Context: an optimization exercise on an open-source flow, tuned for small area, a short achievable clock period and few clock cycles. The choices shown serve that exercise and are no tape-out recipe.
RTL that was checked went through simulation tests only; none was proved equivalent to the original.
Power figures rest on the tool's default switching activity, not on a simulated workload.

==> flow/design.v <==
package l2_wb_types;
    localparam int unsigned ADDR_WIDTH      = 16;
    localparam int unsigned LINE_WIDTH      = 256;
    localparam int unsigned OFFSET_BITS     = 5;
    localparam int unsigned LINE_ADDR_WIDTH = ADDR_WIDTH - OFFSET_BITS;
    typedef logic [ADDR_WIDTH-1:0]      addr_t;
    typedef logic [LINE_WIDTH-1:0]      line_t;
    typedef logic [LINE_ADDR_WIDTH-1:0] lineaddr_t;
    typedef enum logic [1:0] {IDLE, ACK, FWD_READ, DRAIN} wb_state_t;
    function automatic logic [LINE_ADDR_WIDTH-1:0] line_of(input logic [ADDR_WIDTH-1:0] a);
        line_of = a[ADDR_WIDTH-1:OFFSET_BITS];
    endfunction
    function automatic logic [ADDR_WIDTH-1:0] line_base(input logic [LINE_ADDR_WIDTH-1:0] l);
        line_base = {l, {OFFSET_BITS{1'b0}}};
    endfunction
endpackage
module l2_wb_storage (
    input  logic                clk_i,
    input  logic                load_w_i,
    input  logic                load_r_i,
    input  l2_wb_types::line_t  wdata_i,
    input  l2_wb_types::line_t  rdata_i,
    output l2_wb_types::line_t  data_o
);
    l2_wb_types::line_t data_q;
    logic hold;
    assign hold = !(load_w_i || load_r_i);
    always_ff @(posedge clk_i) begin
        data_q <= ({l2_wb_types::LINE_WIDTH{load_w_i}} & wdata_i)
                | ({l2_wb_types::LINE_WIDTH{load_r_i}} & rdata_i)
                | ({l2_wb_types::LINE_WIDTH{hold}}     & data_q);
    end
    assign data_o = data_q;
endmodule
module l2_write_buffer (
    input  logic   clk_i,
    input  logic   rst_i,
    input  logic   l2_read,
    input  logic   l2_write,
    input  l2_wb_types::addr_t  l2_address,
    input  l2_wb_types::line_t  l2_wdata,
    output logic   l2_resp,
    output l2_wb_types::line_t  l2_rdata,
    output logic   pmem_read,
    output logic   pmem_write,
    output l2_wb_types::addr_t  pmem_address,
    output l2_wb_types::line_t  pmem_wdata,
    input  logic   pmem_resp,
    input  l2_wb_types::line_t  pmem_rdata,
    output logic   wb_empty
);
    logic                   valid_q;       
    l2_wb_types::lineaddr_t line_q;        
    logic                   resp_q;
    logic                   pmem_read_q;   
    logic                   pmem_write_q;  
    logic                   wb_empty_q;
    l2_wb_types::line_t     data;
    logic hit;
    logic free;      
    logic new_req;   
    logic load_w;
    logic start_rd;
    logic rd_hit;
    logic fill;      
    assign hit      = valid_q && (line_q == l2_wb_types::line_of(l2_address));
    assign free     = !(pmem_read_q || pmem_write_q) || pmem_resp;
    assign new_req  = !resp_q && !pmem_read_q;
    assign load_w   = new_req && l2_write && free;
    assign rd_hit   = new_req && l2_read && hit;
    assign start_rd = new_req && l2_read && !hit && free;
    assign fill     = pmem_read_q && pmem_resp;
    l2_wb_storage u_storage (
        .clk_i   (clk_i),
        .load_w_i(load_w),
        .load_r_i(fill),
        .wdata_i (l2_wdata),
        .rdata_i (pmem_rdata),
        .data_o  (data)
    );
    always_ff @(posedge clk_i or posedge rst_i) begin
        if (rst_i) begin
            valid_q      <= 1'b0;
            line_q       <= '0;
            resp_q       <= 1'b0;
            pmem_read_q  <= 1'b0;
            pmem_write_q <= 1'b0;
            wb_empty_q   <= 1'b1;
        end else begin
            resp_q <= load_w || rd_hit || fill;
            if (pmem_resp) begin
                pmem_read_q  <= 1'b0;
                pmem_write_q <= 1'b0;
                if (pmem_read_q) valid_q <= 1'b1;
                if (pmem_write_q) wb_empty_q <= 1'b1;
            end
            if (load_w) begin
                valid_q      <= 1'b1;
                line_q       <= l2_wb_types::line_of(l2_address);
                pmem_write_q <= 1'b1;
                wb_empty_q   <= 1'b0;
            end
            if (start_rd) begin
                valid_q     <= 1'b0;
                line_q      <= l2_wb_types::line_of(l2_address);
                pmem_read_q <= 1'b1;
            end
        end
    end
    assign l2_resp      = resp_q;
    assign l2_rdata     = data;
    assign pmem_read    = pmem_read_q;
    assign pmem_write   = pmem_write_q;
    assign pmem_address = l2_wb_types::line_base(line_q);
    assign pmem_wdata   = data;
    assign wb_empty     = wb_empty_q;
endmodule
clock: 5.0 ns
lec_check: 0
cap_margin: 20
core_area: 10 10 230 230
cts_cluster_diameter: 100
cts_cluster_size: 24
die_area: 0 0 240 240
setup_slack_margin: 3.0
slew_margin: 20
standard.sh (not shown) runs the stock make flow with config.mk's settings and CLKGATE_MAP_FILE= SYNTH_SCRIPT=/design/flow/synth_recipe.tcl, a recipe that flattens the netlist after the stock synthesis.
==> flow/flow/run.sh <==
#!/bin/bash
# Standard layout (standard.sh) with: port buffers made from the smallest plain
# buffer, and high-fanout nets split into buffer trees before timing repair.
set -euo pipefail
export BUFFER_PORTS_ARGS="-buffer_cell sky130_fd_sc_hd__buf_1"
export PRE_RESIZE_TCL="$PWD/flow/pre_resize.tcl"
if [[ -f flow/pins.args ]]; then export PLACE_PINS_ARGS="$(cat flow/pins.args)"; fi
bash standard.sh > standard_flow.log 2>&1
==> flow/flow/pins.args <==
-min_distance 1 -min_distance_in_tracks
==> flow/flow/pre_resize.tcl <==
set_max_fanout 16 [current_design]
The first run ran to the end with no violations.
Testbench counts at the start, summed over its fixed seeds: cycles 25,351.
==> next run, changes <==
--- a/flow/design.v
+++ b/flow/design.v
@@ -55,5 +55,5 @@
     logic                   pmem_read_q;   
     logic                   pmem_write_q;  
-    logic                   wb_empty_q;
+    logic                   dirty_q;       
     l2_wb_types::line_t     data;
     logic hit;
@@ -64,4 +64,5 @@
     logic rd_hit;
     logic fill;      
+    logic take;      
     assign hit      = valid_q && (line_q == l2_wb_types::line_of(l2_address));
     assign free     = !(pmem_read_q || pmem_write_q) || pmem_resp;
@@ -71,4 +72,5 @@
     assign start_rd = new_req && l2_read && !hit && free;
     assign fill     = pmem_read_q && pmem_resp;
+    assign take     = new_req && (l2_read || l2_write) && free;
     l2_wb_storage u_storage (
         .clk_i   (clk_i),
@@ -86,5 +88,5 @@
             pmem_read_q  <= 1'b0;
             pmem_write_q <= 1'b0;
-            wb_empty_q   <= 1'b1;
+            dirty_q      <= 1'b0;
         end else begin
             resp_q <= load_w || rd_hit || fill;
@@ -93,15 +95,16 @@
                 pmem_write_q <= 1'b0;
                 if (pmem_read_q) valid_q <= 1'b1;
-                if (pmem_write_q) wb_empty_q <= 1'b1;
+                if (pmem_write_q) dirty_q <= 1'b0;
+            end
+            if (take) begin
+                line_q <= l2_wb_types::line_of(l2_address);
             end
             if (load_w) begin
                 valid_q      <= 1'b1;
-                line_q       <= l2_wb_types::line_of(l2_address);
                 pmem_write_q <= 1'b1;
-                wb_empty_q   <= 1'b0;
+                dirty_q      <= 1'b1;
             end
             if (start_rd) begin
                 valid_q     <= 1'b0;
-                line_q      <= l2_wb_types::line_of(l2_address);
                 pmem_read_q <= 1'b1;
             end
@@ -114,4 +117,4 @@
     assign pmem_address = l2_wb_types::line_base(line_q);
     assign pmem_wdata   = data;
-    assign wb_empty     = wb_empty_q;
+    assign wb_empty     = !dirty_q;
 endmodule
Non-clock buffer count went down by 106.
Clock skew went up by 9.2 ps.
Clock power went down by about 4%.
Cell count went up by about 3%.
Global-route usage went down by 4.0 points.
Area after synthesis went down by about 4%.
Routed wire length went down by about 14%.
For the second run of this note, only the layout was checked, not whether the RTL still works.

l2_write_buffer, a different RTL version from the one above (not shown whole).
Size: roughly 1400 cells after synthesis, roughly 280 flip-flops, roughly 13000 sq um of cells after synthesis.
==> module l2_wb_storage, before the edit <==
module l2_wb_storage (
    input  logic                clk_i,
    input  logic                load_w_i,
    input  logic                load_r_i,
    input  logic                keep_w_i,    
    input  l2_wb_types::line_t  wdata_i,
    input  l2_wb_types::line_t  rdata_i,
    output l2_wb_types::line_t  data_o
);
    l2_wb_types::line_t data_q;
    l2_wb_types::line_t kept;    
    assign kept = ({l2_wb_types::LINE_WIDTH{load_r_i}}  & rdata_i)
                | ({l2_wb_types::LINE_WIDTH{!load_r_i}} & data_q);
    always_ff @(posedge clk_i) begin
        data_q <= ({l2_wb_types::LINE_WIDTH{load_w_i}} & wdata_i)
                | ({l2_wb_types::LINE_WIDTH{keep_w_i}} & kept);
    end
    assign data_o = data_q;
endmodule
==> module l2_write_buffer, before the edit <==
module l2_write_buffer (
    input  logic   clk_i,
    input  logic   rst_i,
    input  logic   l2_read,
    input  logic   l2_write,
    input  l2_wb_types::addr_t  l2_address,
    input  l2_wb_types::line_t  l2_wdata,
    output logic   l2_resp,
    output l2_wb_types::line_t  l2_rdata,
    output logic   pmem_read,
    output logic   pmem_write,
    output l2_wb_types::addr_t  pmem_address,
    output l2_wb_types::line_t  pmem_wdata,
    input  logic   pmem_resp,
    input  l2_wb_types::line_t  pmem_rdata,
    output logic   wb_empty
);
    logic                   resp_q;
    logic                   pmem_read_q;
    logic                   pmem_write_q;
    logic                   dirty_q;       
    logic                   valid_q;       
    logic                   resp_i_q;
    logic                   rd_i_q;        
    logic                   wr_i_q;        
    l2_wb_types::lineaddr_t line_q;        
    l2_wb_types::line_t     data;
    logic hit;
    logic free;      
    logic new_req;   
    logic load_w;
    logic start_rd;
    logic rd_hit;
    logic fill;      
    logic take;      
    logic keep;      
    logic keep_w;    
    logic resp_d;
    logic rd_d;
    logic wr_d;
    assign hit      = valid_q && (line_q == l2_wb_types::line_of(l2_address));
    assign free     = !(rd_i_q || wr_i_q) || pmem_resp;
    assign new_req  = !resp_i_q && !rd_i_q;
    assign load_w   = new_req && l2_write && free;
    assign rd_hit   = new_req && l2_read && hit;
    assign start_rd = new_req && l2_read && !hit && free;
    assign fill     = rd_i_q && pmem_resp;
    assign take     = new_req && (l2_read || l2_write) && free;
    assign keep     = resp_i_q || rd_i_q || !(l2_read || l2_write) || (wr_i_q && !pmem_resp);
    assign keep_w   = resp_i_q || rd_i_q || !l2_write || (wr_i_q && !pmem_resp);
    assign resp_d   = load_w || rd_hit || fill;
    assign rd_d     = start_rd || (rd_i_q && !pmem_resp);
    assign wr_d     = load_w || (wr_i_q && !pmem_resp);
    l2_wb_storage u_storage (
        .clk_i   (clk_i),
        .load_w_i(load_w),
        .load_r_i(rd_i_q),
        .keep_w_i(keep_w),
        .wdata_i (l2_wdata),
        .rdata_i (pmem_rdata),
        .data_o  (data)
    );
    always_ff @(posedge clk_i or posedge rst_i) begin
        if (rst_i) begin
            resp_q       <= 1'b0;
            pmem_read_q  <= 1'b0;
            pmem_write_q <= 1'b0;
            dirty_q      <= 1'b0;
            valid_q      <= 1'b0;
        end else begin
            resp_q       <= resp_d;
            pmem_read_q  <= rd_d;
            pmem_write_q <= wr_d;
            if (load_w) begin
                dirty_q <= 1'b1;
            end else if (wr_i_q && pmem_resp) begin
                dirty_q <= 1'b0;
            end
            if (load_w || fill) begin
                valid_q <= 1'b1;
            end else if (start_rd) begin
                valid_q <= 1'b0;
            end
        end
    end
    always_ff @(posedge clk_i) begin
        resp_i_q <= !rst_i && resp_d;
        rd_i_q   <= !rst_i && rd_d;
        wr_i_q   <= !rst_i && wr_d;
        line_q <= ({l2_wb_types::LINE_ADDR_WIDTH{take}} & l2_wb_types::line_of(l2_address))
                | ({l2_wb_types::LINE_ADDR_WIDTH{keep}} & line_q);
    end
    assign l2_resp      = resp_q;
    assign l2_rdata     = data;
    assign pmem_read    = pmem_read_q;
    assign pmem_write   = pmem_write_q;
    assign pmem_address = l2_wb_types::line_base(line_q);
    assign pmem_wdata   = data;
    assign wb_empty     = !dirty_q;
endmodule
Settings: LEC_CHECK=0, CAP_MARGIN=20, CORE_AREA=10 10 250 250, CTS_CLUSTER_DIAMETER=100, CTS_CLUSTER_SIZE=20, DIE_AREA=0 0 260 260, SETUP_SLACK_MARGIN=2.8, SLEW_MARGIN=20; clock period 5.0 ns.
==> flow/flow/run.sh <==
#!/bin/bash
# The standard layout (standard.sh, unchanged synthesis) with three changes:
#  - the port buffers are the smallest plain buffer (buf_1) instead of the
#    default delay buffer;
#  - the pins may also use met4 on the top and bottom edges, so that the 1065
#    pins fit on a smaller die;
#  - the four pins of each data bit (l2_wdata, pmem_rdata, l2_rdata,
#    pmem_wdata) are placed next to each other, next to that bit's register.
# The whole output of the ORFS run goes to standard_flow.log here, and each
# ORFS step keeps its own log under orfs/logs/.
set -euo pipefail
export BUFFER_PORTS_ARGS="-buffer_cell sky130_fd_sc_hd__buf_1"
export IO_PLACER_V="met2 met4"
pins=""
for i in $(seq 0 255); do
  pins="$pins -group_pins {l2_wdata[$i] pmem_rdata[$i] l2_rdata[$i] pmem_wdata[$i]}"
done
export PLACE_PINS_ARGS="$pins"
bash standard.sh > standard_flow.log 2>&1
The baseline ran to the end with no violations.
Next try:
--- a/flow/design.v
+++ b/flow/design.v
@@ -15,24 +15,23 @@
     endfunction
 endpackage
 module l2_wb_storage (
     input  logic                clk_i,
     input  logic                load_w_i,
     input  logic                load_r_i,
-    input  logic                keep_w_i,    
     input  l2_wb_types::line_t  wdata_i,
     input  l2_wb_types::line_t  rdata_i,
     output l2_wb_types::line_t  data_o
 );
     l2_wb_types::line_t data_q;
-    l2_wb_types::line_t kept;    
-    assign kept = ({l2_wb_types::LINE_WIDTH{load_r_i}}  & rdata_i)
-                | ({l2_wb_types::LINE_WIDTH{!load_r_i}} & data_q);
+    logic hold;
+    assign hold = !(load_w_i || load_r_i);
     always_ff @(posedge clk_i) begin
         data_q <= ({l2_wb_types::LINE_WIDTH{load_w_i}} & wdata_i)
-                | ({l2_wb_types::LINE_WIDTH{keep_w_i}} & kept);
+                | ({l2_wb_types::LINE_WIDTH{load_r_i}} & rdata_i)
+                | ({l2_wb_types::LINE_WIDTH{hold}}     & data_q);
     end
     assign data_o = data_q;
 endmodule
 module l2_write_buffer (
     input  logic   clk_i,
     input  logic   rst_i,
@@ -66,34 +65,31 @@
     logic load_w;
     logic start_rd;
     logic rd_hit;
     logic fill;      
     logic take;      
     logic keep;      
-    logic keep_w;    
     logic resp_d;
     logic rd_d;
     logic wr_d;
     assign hit      = valid_q && (line_q == l2_wb_types::line_of(l2_address));
     assign free     = !(rd_i_q || wr_i_q) || pmem_resp;
     assign new_req  = !resp_i_q && !rd_i_q;
     assign load_w   = new_req && l2_write && free;
     assign rd_hit   = new_req && l2_read && hit;
     assign start_rd = new_req && l2_read && !hit && free;
     assign fill     = rd_i_q && pmem_resp;
     assign take     = new_req && (l2_read || l2_write) && free;
     assign keep     = resp_i_q || rd_i_q || !(l2_read || l2_write) || (wr_i_q && !pmem_resp);
-    assign keep_w   = resp_i_q || rd_i_q || !l2_write || (wr_i_q && !pmem_resp);
     assign resp_d   = load_w || rd_hit || fill;
     assign rd_d     = start_rd || (rd_i_q && !pmem_resp);
     assign wr_d     = load_w || (wr_i_q && !pmem_resp);
     l2_wb_storage u_storage (
         .clk_i   (clk_i),
         .load_w_i(load_w),
         .load_r_i(rd_i_q),
-        .keep_w_i(keep_w),
         .wdata_i (l2_wdata),
         .rdata_i (pmem_rdata),
         .data_o  (data)
     );
     always_ff @(posedge clk_i or posedge rst_i) begin
         if (rst_i) begin
Maximum frequency goes up by 1.4%.
Design area fell by 4.6%.
Power came out lower by 2.3%.
Synthesized cell count went down by 18%.
Wire length fell by 2.0%.
Die area does not change.
Final cell count fell by 8.9%.
Setup slack is better by 29 ps.
Area after synthesis decreases by 3.9%.
Testbench counts after the change, summed over its fixed seeds: cycles 25,351.
No functional check of the RTL was part of the first run of this note.

## what the ideal ports hide
Ports are ideal in the flow. The routed layouts listed here were re-timed in OpenROAD.
Step 1 (the two cells are an assumption about what drives the block):
set clk [get_ports {clk_i}]
set_driving_cell -lib_cell sky130_fd_sc_hd__clkbuf_16 $clk
set_driving_cell -lib_cell sky130_fd_sc_hd__buf_2 [delete_from_list [all_inputs] $clk]
Step 2 moves the port delays by t, midway between the first and last clock arrival at a register: inputs arrive t later, outputs are due t later. That takes back most of the time a late clock gives input paths.
Slacks: ideal ports / drivers / drivers and shift; pairs: ideal ports / drivers.
| run | t (ns) | setup slack, ns | worst register clock-pin slew, ns | worst data-port slew with drivers (ns) |
|---|---|---|---|---|
| the first run of note 1 | 0.583 | 2.686 / 2.626 / 2.204 | 0.11 / 0.11 | 0.16 |
| the second run of note 1 | 0.573 | 2.914 / 2.860 / 2.363 | 0.10 / 0.10 | 0.13 |
| the first run of note 2 | 0.578 | 2.856 / 2.807 / 2.353 | 0.09 / 0.09 | 0.21 |
| the second run of note 2 | 0.555 | 2.885 / 2.836 / 2.308 | 0.09 / 0.09 | 0.16 |
After both steps setup and hold are still met in every run listed. For the second run of note 2, which loses most, drivers alone change the setup slack by -0.049 ns; drivers and shift together by -0.577 ns.
